This design comes from an exercise in tuning for small area and a short achievable clock period on the open sky130 flow, not from production work.
The RTL was checked by simulation tests, not by an equivalence proof against the original design.
No activity file was given, so power comes from the tool's default toggle rates.

$ cat flow/design.v
`default_nettype none
package rv_isa_pkg;
    typedef enum logic [6:0] {
        OPC_OP_IMM = 7'b0010011,
        OPC_OP     = 7'b0110011,
        OPC_LUI    = 7'b0110111,
        OPC_AUIPC  = 7'b0010111,
        OPC_BRANCH = 7'b1100011,
        OPC_JAL    = 7'b1101111,
        OPC_JALR   = 7'b1100111
    } opcode_e;
    typedef enum logic [2:0] {
        F3_ADD  = 3'b000,
        F3_SLL  = 3'b001,
        F3_SLT  = 3'b010,
        F3_SLTU = 3'b011,
        F3_XOR  = 3'b100,
        F3_SRL  = 3'b101,
        F3_OR   = 3'b110,
        F3_AND  = 3'b111
    } funct3_e;
    localparam funct3_e F3_BEQ  = F3_ADD;
    localparam funct3_e F3_BNE  = F3_SLL;
    localparam funct3_e F3_BLT  = F3_XOR;
    localparam funct3_e F3_BGE  = F3_SRL;
    localparam funct3_e F3_BLTU = F3_OR;
    localparam funct3_e F3_BGEU = F3_AND;
    typedef enum logic [2:0] {
        FMT_NONE,
        FMT_R,
        FMT_I,
        FMT_U,
        FMT_B,
        FMT_J
    } instr_fmt_e;
endpackage
`default_nettype wire
`default_nettype none
package rv_core_pkg;
    typedef enum logic [3:0] {
        ALU_ADD,
        ALU_SUB,
        ALU_SLL,
        ALU_SLT,
        ALU_SLTU,
        ALU_XOR,
        ALU_SRL,
        ALU_SRA,
        ALU_OR,
        ALU_AND,
        ALU_PASS_B,
        ALU_ADD_PC
    } alu_op_e;
    typedef enum logic [3:0] {
        BR_NONE,
        BR_EQ,
        BR_NE,
        BR_LT,
        BR_GE,
        BR_LTU,
        BR_GEU,
        BR_JAL,
        BR_JALR
    } br_cond_e;
    typedef struct packed {
        logic [5-1:0] rs1;
        logic [5-1:0] rs2;
        logic [5-1:0] rd;
        logic                  reg_write;
        logic                  use_imm;
        alu_op_e               alu_op;
        br_cond_e              br_cond;
        logic [32-1:0]   imm;
    } decoded_t;
    typedef struct packed {
        logic                  we;
        logic [5-1:0] rd;
        logic [32-1:0]   value;
    } wb_t;
endpackage
`default_nettype wire
`timescale 1ns/1ns
`default_nettype none
import rv_isa_pkg::*;
import rv_core_pkg::*;
module rv_decoder (
    input  wire [32-1:0] instr_i,
    output rv_core_pkg::decoded_t dec_o
);
    logic [6:0] opcode;
    logic [2:0] funct3;
    logic       alt;
    logic [2:0] fmt;
    assign opcode = instr_i[6:0];
    assign funct3 = instr_i[14:12];
    assign alt    = instr_i[30];
    always_comb begin
        dec_o.rs1       = instr_i[19:15];
        dec_o.rs2       = instr_i[24:20];
        dec_o.rd        = instr_i[11:7];
        dec_o.reg_write = 1'b0;
        dec_o.use_imm   = 1'b0;
        dec_o.alu_op    = ALU_ADD;
        dec_o.br_cond   = BR_NONE;
        fmt             = FMT_NONE;
        case (opcode)
            OPC_OP_IMM, OPC_OP: begin
                dec_o.reg_write = 1'b1;
                dec_o.use_imm   = (opcode == OPC_OP_IMM);
                fmt             = (opcode == OPC_OP_IMM) ? FMT_I : FMT_R;
                case (funct3)
                    F3_ADD:  dec_o.alu_op = (alt && opcode == OPC_OP) ? ALU_SUB : ALU_ADD;
                    F3_SLL:  dec_o.alu_op = ALU_SLL;
                    F3_SLT:  dec_o.alu_op = ALU_SLT;
                    F3_SLTU: dec_o.alu_op = ALU_SLTU;
                    F3_XOR:  dec_o.alu_op = ALU_XOR;
                    F3_SRL:  dec_o.alu_op = alt ? ALU_SRA : ALU_SRL;
                    F3_OR:   dec_o.alu_op = ALU_OR;
                    default: dec_o.alu_op = ALU_AND;
                endcase
            end
            OPC_LUI: begin
                dec_o.reg_write = 1'b1;
                dec_o.use_imm   = 1'b1;
                dec_o.alu_op    = ALU_PASS_B;
                fmt             = FMT_U;
            end
            OPC_AUIPC: begin
                dec_o.reg_write = 1'b1;
                dec_o.use_imm   = 1'b1;
                dec_o.alu_op    = ALU_ADD_PC;
                fmt             = FMT_U;
            end
            OPC_BRANCH: begin
                fmt = FMT_B;
                case (funct3)
                    F3_BEQ:  dec_o.br_cond = BR_EQ;
                    F3_BNE:  dec_o.br_cond = BR_NE;
                    F3_BLT:  dec_o.br_cond = BR_LT;
                    F3_BGE:  dec_o.br_cond = BR_GE;
                    F3_BLTU: dec_o.br_cond = BR_LTU;
                    F3_BGEU: dec_o.br_cond = BR_GEU;
                    default: dec_o.br_cond = BR_NONE;
                endcase
            end
            OPC_JAL: begin
                dec_o.reg_write = 1'b1;
                dec_o.br_cond   = BR_JAL;
                fmt             = FMT_J;
            end
            OPC_JALR: begin
                dec_o.reg_write = 1'b1;
                dec_o.br_cond   = BR_JALR;
                fmt             = FMT_I;
            end
            default: begin
                dec_o.reg_write = 1'b0;
            end
        endcase
        case (fmt)
            FMT_I:   dec_o.imm = {{20{instr_i[31]}}, instr_i[31:20]};
            FMT_U:   dec_o.imm = {instr_i[31:12], 12'b0};
            FMT_B:   dec_o.imm = {{20{instr_i[31]}}, instr_i[7], instr_i[30:25],
                                  instr_i[11:8], 1'b0};
            FMT_J:   dec_o.imm = {{12{instr_i[31]}}, instr_i[19:12], instr_i[20],
                                  instr_i[30:21], 1'b0};
            default: dec_o.imm = '0;
        endcase
    end
endmodule
`default_nettype wire
`timescale 1ns/1ns
`default_nettype none
module reg_file (
    input  wire                                  clk,
    input  wire                                  reset,
    input  wire [5-1:0]                 rs1_idx_i,
    input  wire [5-1:0]                 rs2_idx_i,
    input  wire rv_core_pkg::wb_t                wb_i,
    output logic [32-1:0]                  rs1_data_o,
    output logic [32-1:0]                  rs2_data_o,
    output logic [32-1:0][32-1:0]   regs_o
);
    logic [32-1:0][32-1:0] regs_q;
    always_ff @(posedge clk) begin
        if (reset) begin
            for (int i = 0; i < 32; i++) begin
                regs_q[i] <= '0;
            end
        end else if (wb_i.we && wb_i.rd != '0) begin
            regs_q[wb_i.rd] <= wb_i.value;
        end
    end
    assign rs1_data_o = regs_q[rs1_idx_i];
    assign rs2_data_o = regs_q[rs2_idx_i];
    assign regs_o = regs_q;
endmodule
`default_nettype wire
`timescale 1ns/1ns
`default_nettype none
import rv_core_pkg::*;
module int_alu (
    input  wire rv_core_pkg::decoded_t dec_i,
    input  wire [32-1:0]         rs1_data_i,
    input  wire [32-1:0]         rs2_data_i,
    input  wire [32-1:0]         pc_i,
    output logic [32-1:0]        result_o
);
    logic [32-1:0]    op_b;
    logic [5-1:0] shamt;
    logic                   lt_s;
    logic                   lt_u;
    assign op_b  = dec_i.use_imm ? dec_i.imm : rs2_data_i;
    assign shamt = op_b[5-1:0];
    assign lt_s  = $signed(rs1_data_i) < $signed(op_b);
    assign lt_u  = rs1_data_i < op_b;
    always_comb begin
        case (dec_i.alu_op)
            ALU_ADD:    result_o = rs1_data_i + op_b;
            ALU_SUB:    result_o = rs1_data_i - op_b;
            ALU_SLL:    result_o = rs1_data_i << shamt;
            ALU_SLT:    result_o = {{(32-1){1'b0}}, lt_s};
            ALU_SLTU:   result_o = {{(32-1){1'b0}}, lt_u};
            ALU_XOR:    result_o = rs1_data_i ^ op_b;
            ALU_SRL:    result_o = rs1_data_i >> shamt;
            ALU_SRA:    result_o = $unsigned($signed(rs1_data_i) >>> shamt);
            ALU_OR:     result_o = rs1_data_i | op_b;
            ALU_AND:    result_o = rs1_data_i & op_b;
            ALU_PASS_B: result_o = op_b;
            ALU_ADD_PC: result_o = pc_i + op_b;
            default:    result_o = op_b;
        endcase
    end
endmodule
`default_nettype wire
`timescale 1ns/1ns
`default_nettype none
import rv_core_pkg::*;
module branch_unit (
    input  wire rv_core_pkg::decoded_t dec_i,
    input  wire [32-1:0]         rs1_data_i,
    input  wire [32-1:0]         rs2_data_i,
    input  wire [32-1:0]         pc_i,
    output logic                       redirect_o,
    output logic [32-1:0]        target_o,
    output logic [32-1:0]        link_o
);
    logic [32-1:0] jalr_sum;
    assign jalr_sum = rs1_data_i + dec_i.imm;
    always_comb begin
        target_o = pc_i + dec_i.imm;
        case (dec_i.br_cond)
            BR_EQ:   redirect_o = (rs1_data_i == rs2_data_i);
            BR_NE:   redirect_o = (rs1_data_i != rs2_data_i);
            BR_LT:   redirect_o = ($signed(rs1_data_i) < $signed(rs2_data_i));
            BR_GE:   redirect_o = ($signed(rs1_data_i) >= $signed(rs2_data_i));
            BR_LTU:  redirect_o = (rs1_data_i < rs2_data_i);
            BR_GEU:  redirect_o = (rs1_data_i >= rs2_data_i);
            BR_JAL:  redirect_o = 1'b1;
            BR_JALR: begin
                redirect_o = 1'b1;
                target_o   = {jalr_sum[32-1:1], 1'b0};
            end
            default: redirect_o = 1'b0;
        endcase
    end
    assign link_o = pc_i + 32'(4);
endmodule
`default_nettype wire
`timescale 1ns/1ns
`default_nettype none
import rv_core_pkg::*;
module commit_unit (
    input  wire                        clk,
    input  wire                        reset,
    input  wire rv_core_pkg::decoded_t dec_i,
    input  wire [32-1:0]         alu_result_i,
    input  wire                        redirect_i,
    input  wire [32-1:0]         target_i,
    input  wire [32-1:0]         link_i,
    output logic [32-1:0]        pc_o,
    output rv_core_pkg::wb_t           wb_o
);
    logic [32-1:0] pc_q;
    logic [32-1:0] pc_next;
    logic                is_jump;
    assign is_jump = (dec_i.br_cond == BR_JAL) || (dec_i.br_cond == BR_JALR);
    assign pc_next = redirect_i ? target_i : link_i;
    always_ff @(posedge clk) begin
        if (reset) begin
            pc_q <= 32'h0000_0000;
        end else begin
            pc_q <= pc_next;
        end
    end
    assign pc_o = pc_q;
    assign wb_o.we    = dec_i.reg_write;
    assign wb_o.rd    = dec_i.rd;
    assign wb_o.value = is_jump ? link_i : alu_result_i;
endmodule
`default_nettype wire
`timescale 1ns/1ns
`default_nettype none
import rv_core_pkg::*;
module rv_core (
    input  wire                                 clk,
    input  wire                                 reset,
    output logic [32-1:0]                 iaddr_o,
    input  wire [32-1:0]                  idata_i,
    output logic [32*32-1:0]       registers_o
);
    rv_core_pkg::decoded_t            dec;
    rv_core_pkg::wb_t                 wb;
    logic [32-1:0] pc;
    logic [32-1:0] rs1_data;
    logic [32-1:0] rs2_data;
    logic [32-1:0] alu_result;
    logic                redirect;
    logic [32-1:0] br_target;
    logic [32-1:0] link;
    logic [32-1:0][32-1:0] regs;
    assign registers_o = regs;
    assign iaddr_o = pc;
    rv_decoder decoder_i (
        .instr_i (idata_i),
        .dec_o   (dec)
    );
    reg_file reg_file_i (
        .clk        (clk),
        .reset      (reset),
        .rs1_idx_i  (dec.rs1),
        .rs2_idx_i  (dec.rs2),
        .wb_i       (wb),
        .rs1_data_o (rs1_data),
        .rs2_data_o (rs2_data),
        .regs_o     (regs)
    );
    int_alu int_alu_i (
        .dec_i      (dec),
        .rs1_data_i (rs1_data),
        .rs2_data_i (rs2_data),
        .pc_i       (pc),
        .result_o   (alu_result)
    );
    branch_unit branch_unit_i (
        .dec_i      (dec),
        .rs1_data_i (rs1_data),
        .rs2_data_i (rs2_data),
        .pc_i       (pc),
        .redirect_o (redirect),
        .target_o   (br_target),
        .link_o     (link)
    );
    commit_unit commit_unit_i (
        .clk          (clk),
        .reset        (reset),
        .dec_i        (dec),
        .alu_result_i (alu_result),
        .redirect_i   (redirect),
        .target_i     (br_target),
        .link_i       (link),
        .pc_o         (pc),
        .wb_o         (wb)
    );
endmodule
`default_nettype wire
$ cat flow/run.sh
#!/bin/bash
# synth_recipe.tcl (not shown) runs the flow's synth.tcl, then flattens the netlist and writes it again
# the make line also repeats each setting of config.mk as NAME=value (left out here)
make -C /OpenROAD-flow-scripts/flow DESIGN_CONFIG=/design/flow/config.mk WORK_HOME=/design/flow/orfs CLKGATE_MAP_FILE= SYNTH_SCRIPT=/design/flow/synth_recipe.tcl finish
$ cat flow/config.mk
export PLATFORM = sky130hd
export DESIGN_NAME = rv_core
export DESIGN_NICKNAME = rv_core
export VERILOG_FILES = /design/flow/design.v
export SDC_FILE = /design/flow/constraint.sdc
export NUM_CORES = 4
export LEC_CHECK = 0
export CAP_MARGIN = 20
export CORE_MARGIN = 2
export CORE_UTILIZATION = 40
export SLEW_MARGIN = 20
$ cat flow/constraint.sdc
create_clock -name core_clock -period 8.5 [get_ports {clk}]
set_input_delay 1.7000 -clock core_clock [delete_from_list [all_inputs] [get_ports {clk}]]
set_output_delay 1.7000 -clock core_clock [all_outputs]
set_load 0.01 [all_outputs]
==> results.cfg <==
[outcome]
status = complete, no violations

[floorplanning]
die_x_um = 421
dieArea_um2 = 177000
io_pins = 1090
core_um2 = 173000
start_util_pct = 40.2
fp.dieH_um = 421
row_count = 153

[global_routing]
antenna_found_initial = 39
grt_pass1_wl_um = 610000
track_usage_pct = 48.9
grt_pass1_vias = 69600
grt-ovfl-total = 0
grt_max_degree = 161

[sta]
maxSlewHeadroom_pct = 16.8
grt_setup_unrepaired = no
period_share_pct = 94.4
period_needed_ns = 8.02
finalMaxSlewViolations = 0
fmax_ghz = 0.125
finClkSkew_ns = 0.0826
tightest_slew_ns = 1.24
fin_setup_tns_ns = 0
finalHoldViolCount = 0
setup_viol = 0

[synthesis]
ys_async_sr_fraction_pct = 0
yosysSeqAreaShare_pct = 30.4
synth_largest_area_cell = dfxtp_1
synth_warnings = 5
synth_edf_count = 0
synth.top_cell.area_share_pct = 30.4
avgSynthCellArea_um2 = 8.75
synth.area.top_cells = dfxtp_1, mux4_2, nand2_1, a21oi_1, mux2i_1
netlist_instances = 7952
synth_cell_types = 124
dominantRegCellSynth = dfxtp_1
ys_ff_latch = 1056
synth_fp_nets = 8178
mappedNetlistArea_um2 = 69600

[route]
drc_errors = 0
drt_wl_total_um = 455000
num_vias = 77700
initialDrtViolationCount = 12800
postRouteAntennaNets = 0
routedWlPerCell_um = 39.7
drtPass1Iterations = 8
viasPerCell = 6.77

[clock_network]
clk_latency_ns = 0.84
cts_buffers = 118
cts.sinks = 1056
postCtsHoldBufs = 0
clk_pin_slew_ns = 0.07
h-tree-depth = 3
clockBufferDepth = 3
postCtsResizedCells = 0
cts_tree = done
cts_setup_buffers = 0
cts-root-buf = clkbuf_16

[run]
max_cap_viol_count = 0

[critical_path]
setup.worst_path.class = in2reg
r2r_slack_ns = 1.50
critical_path.max_fanout = 24
crit_required_ns = 9.12
startpoint_type = input pin
critical_path_arrival_ns = 8.64
worstSetupEndpointType = flip-flop

[place]
place.gp.congestion = 1.09
dp_hpwl_um = 352000
portBuffers = 1089

[pwr]
irDropWorstVdd_v = 0.000204
power.density_nw_per_um2 = 148
power_leakage_uw = 0.0325
power_uw = 13200

[cells_and_area]
nNetsFinal = 9242
drive_above_1_share_pct = 16.3
final_common_cell = nand2_1
syn_to_final_growth_pct = 28.4
mostFrequentLayoutCells = nand2_1, clkdlybuf4s50_1, dfxtp_1, a21oi_1, nor2_1

[worst_hold_path]
hold_path.class = reg2reg
state kept, by name, indices dropped and copies added (netlist names):
register            count
reg_file_i.regs_q    1024
commit_unit_i.pc_q     32
critical path, cell delays in order:
cell and delay (ns):
buf_8 0.13, buf_12 0.18, and2_2 0.24, buf_12 0.17
a22oi_1 0.49, nand2_1 0.13, o21ai_0 0.73, or2_2 0.25
nor2_1 0.04, nor2_1 0.17, fa_1 0.23, a21oi_1 0.11
o2111ai_1 0.20, nand2_1 0.13, a21oi_1 0.30, a211oi_1 0.21
maj3_1 0.41, o21ai_0 0.33, a211oi_1 0.16, o41ai_2 0.58
buf_4 0.22, a2111oi_0 0.08, a41o_1 0.23, nand3_1 0.09
nand2_2 0.07, nor3_4 0.65, buf_4 0.26, a211oi_2 0.06
where the power goes:
group	switching [uW]	total, uW	internal (uW)	leakage [uW]
Combinational	1810	2660	849	0.0220
Sequential	21.5	4980	4960	0.00850
Clock	2420	5570	3160	0.00204
Total	4250	13200	8960	0.0325
metrics by stage:
step | area [um2] | setup WS, ns | cells | util, % | hold slack (ns)
finish | 89300 | 0.478 | 11500 | 51.6 | 0.488
global route | 89300 | 0.350 | 11400 | 51.5 | 0.507
CTS | 89200 | 0.747 | 11400 | 51.5 | 0.484
detailed placement | 85100 | -0.0610 | 11200 | 49.1 | 0.477
global placement | 85100 | -0.0262 | 11200 | 49.1 | 0.466
floorplan | 69600 | 0.00945 | 7952 | - | 0.491
worst paths after layout:
check,from,endpoint,cells after the start
worst max-delay path,idata_i[16],reg_file_i.regs_q[1020],28
worst min-delay path,reg_file_i.regs_q[505],reg_file_i.regs_q[505],2
worst max register to register,reg_file_i.regs_q[993],reg_file_i.regs_q[1020],25
worst min register to register,reg_file_i.regs_q[505],reg_file_i.regs_q[505],2
routing by layer:
metal	share of wire [%]	GRT usage, %	vias to the layer above
met5	0.037	0	-
met4	8.5	32.7	28
met3	14	15.3	1406
met2	41	70.1	6660
met1	37	62.9	38300
li1	-	-	31300
layout make-up:
class,count,area (um2)
diodes,27,67.6
multi-input cells,6047,44300
clock buffers,159,3420
flip-flops and latches,1056,21100
clock inverters,58,723
inverters,110,427
fillers,16100,83900
repair buffers,1683,16400
well taps,2325,2910
cell usage after synthesis (34+ instances only):
library cell,number
and3_1,44
buf_6,55
nand2_1,1259
a21o_1,68
buf_2,121
xor2_1,49
nand3_1,174
nor2b_1,69
o31ai_1,48
a21oi_1,927
and2_1,36
nor3_1,87
mux4_2,389
ha_1,191
mux2i_1,452
o21ai_0,327
clkbuf_1,403
xnor2_1,87
a22oi_1,150
a211oi_1,301
a211oi_2,50
dfxtp_1,1056
buf_4,65
nor2_1,671
dlygate4sd3_1,34
inv_1,96
kinds of logic after synthesis:
| group | after synthesis | synth area share [%] |
|---|---|---|
| fa+ha+maj | 198 | 3.55 |
| buf+inv | 849 | 6.70 |
| xor+xnor | 136 | 1.71 |
| flops | 1056 | 30.4 |
| simple gates | 2515 | 15.4 |
| compound gates | 2285 | 21.1 |
| mux | 913 | 21.1 |

## re-timing with driven ports
In the flow no input, the clock included, has a driving cell. The finished layout below was timed again as built, in two steps.
Step 1, drivers: a clkbuf_16 drives clk and a buf_2 each remaining input, both assumed.
Step 2 moves the port delays by t, midway between the first and last clock arrival at a register: inputs arrive t later, outputs are due t later. That takes back most of the time a late clock gives input paths.
Three values: no drivers, after step 1, after step 2; two values: the first two.
t, ns: 0.891
setup slack, ns: 0.478 / 0.477 / -0.415
worst setup path at the end: input to register
pins driven straight from the clock port: 1
With both steps, setup timing fails in this run, where it was met with ideal ports. For this run, drivers alone change the setup slack by -0.001 ns; drivers and shift together by -0.893 ns.
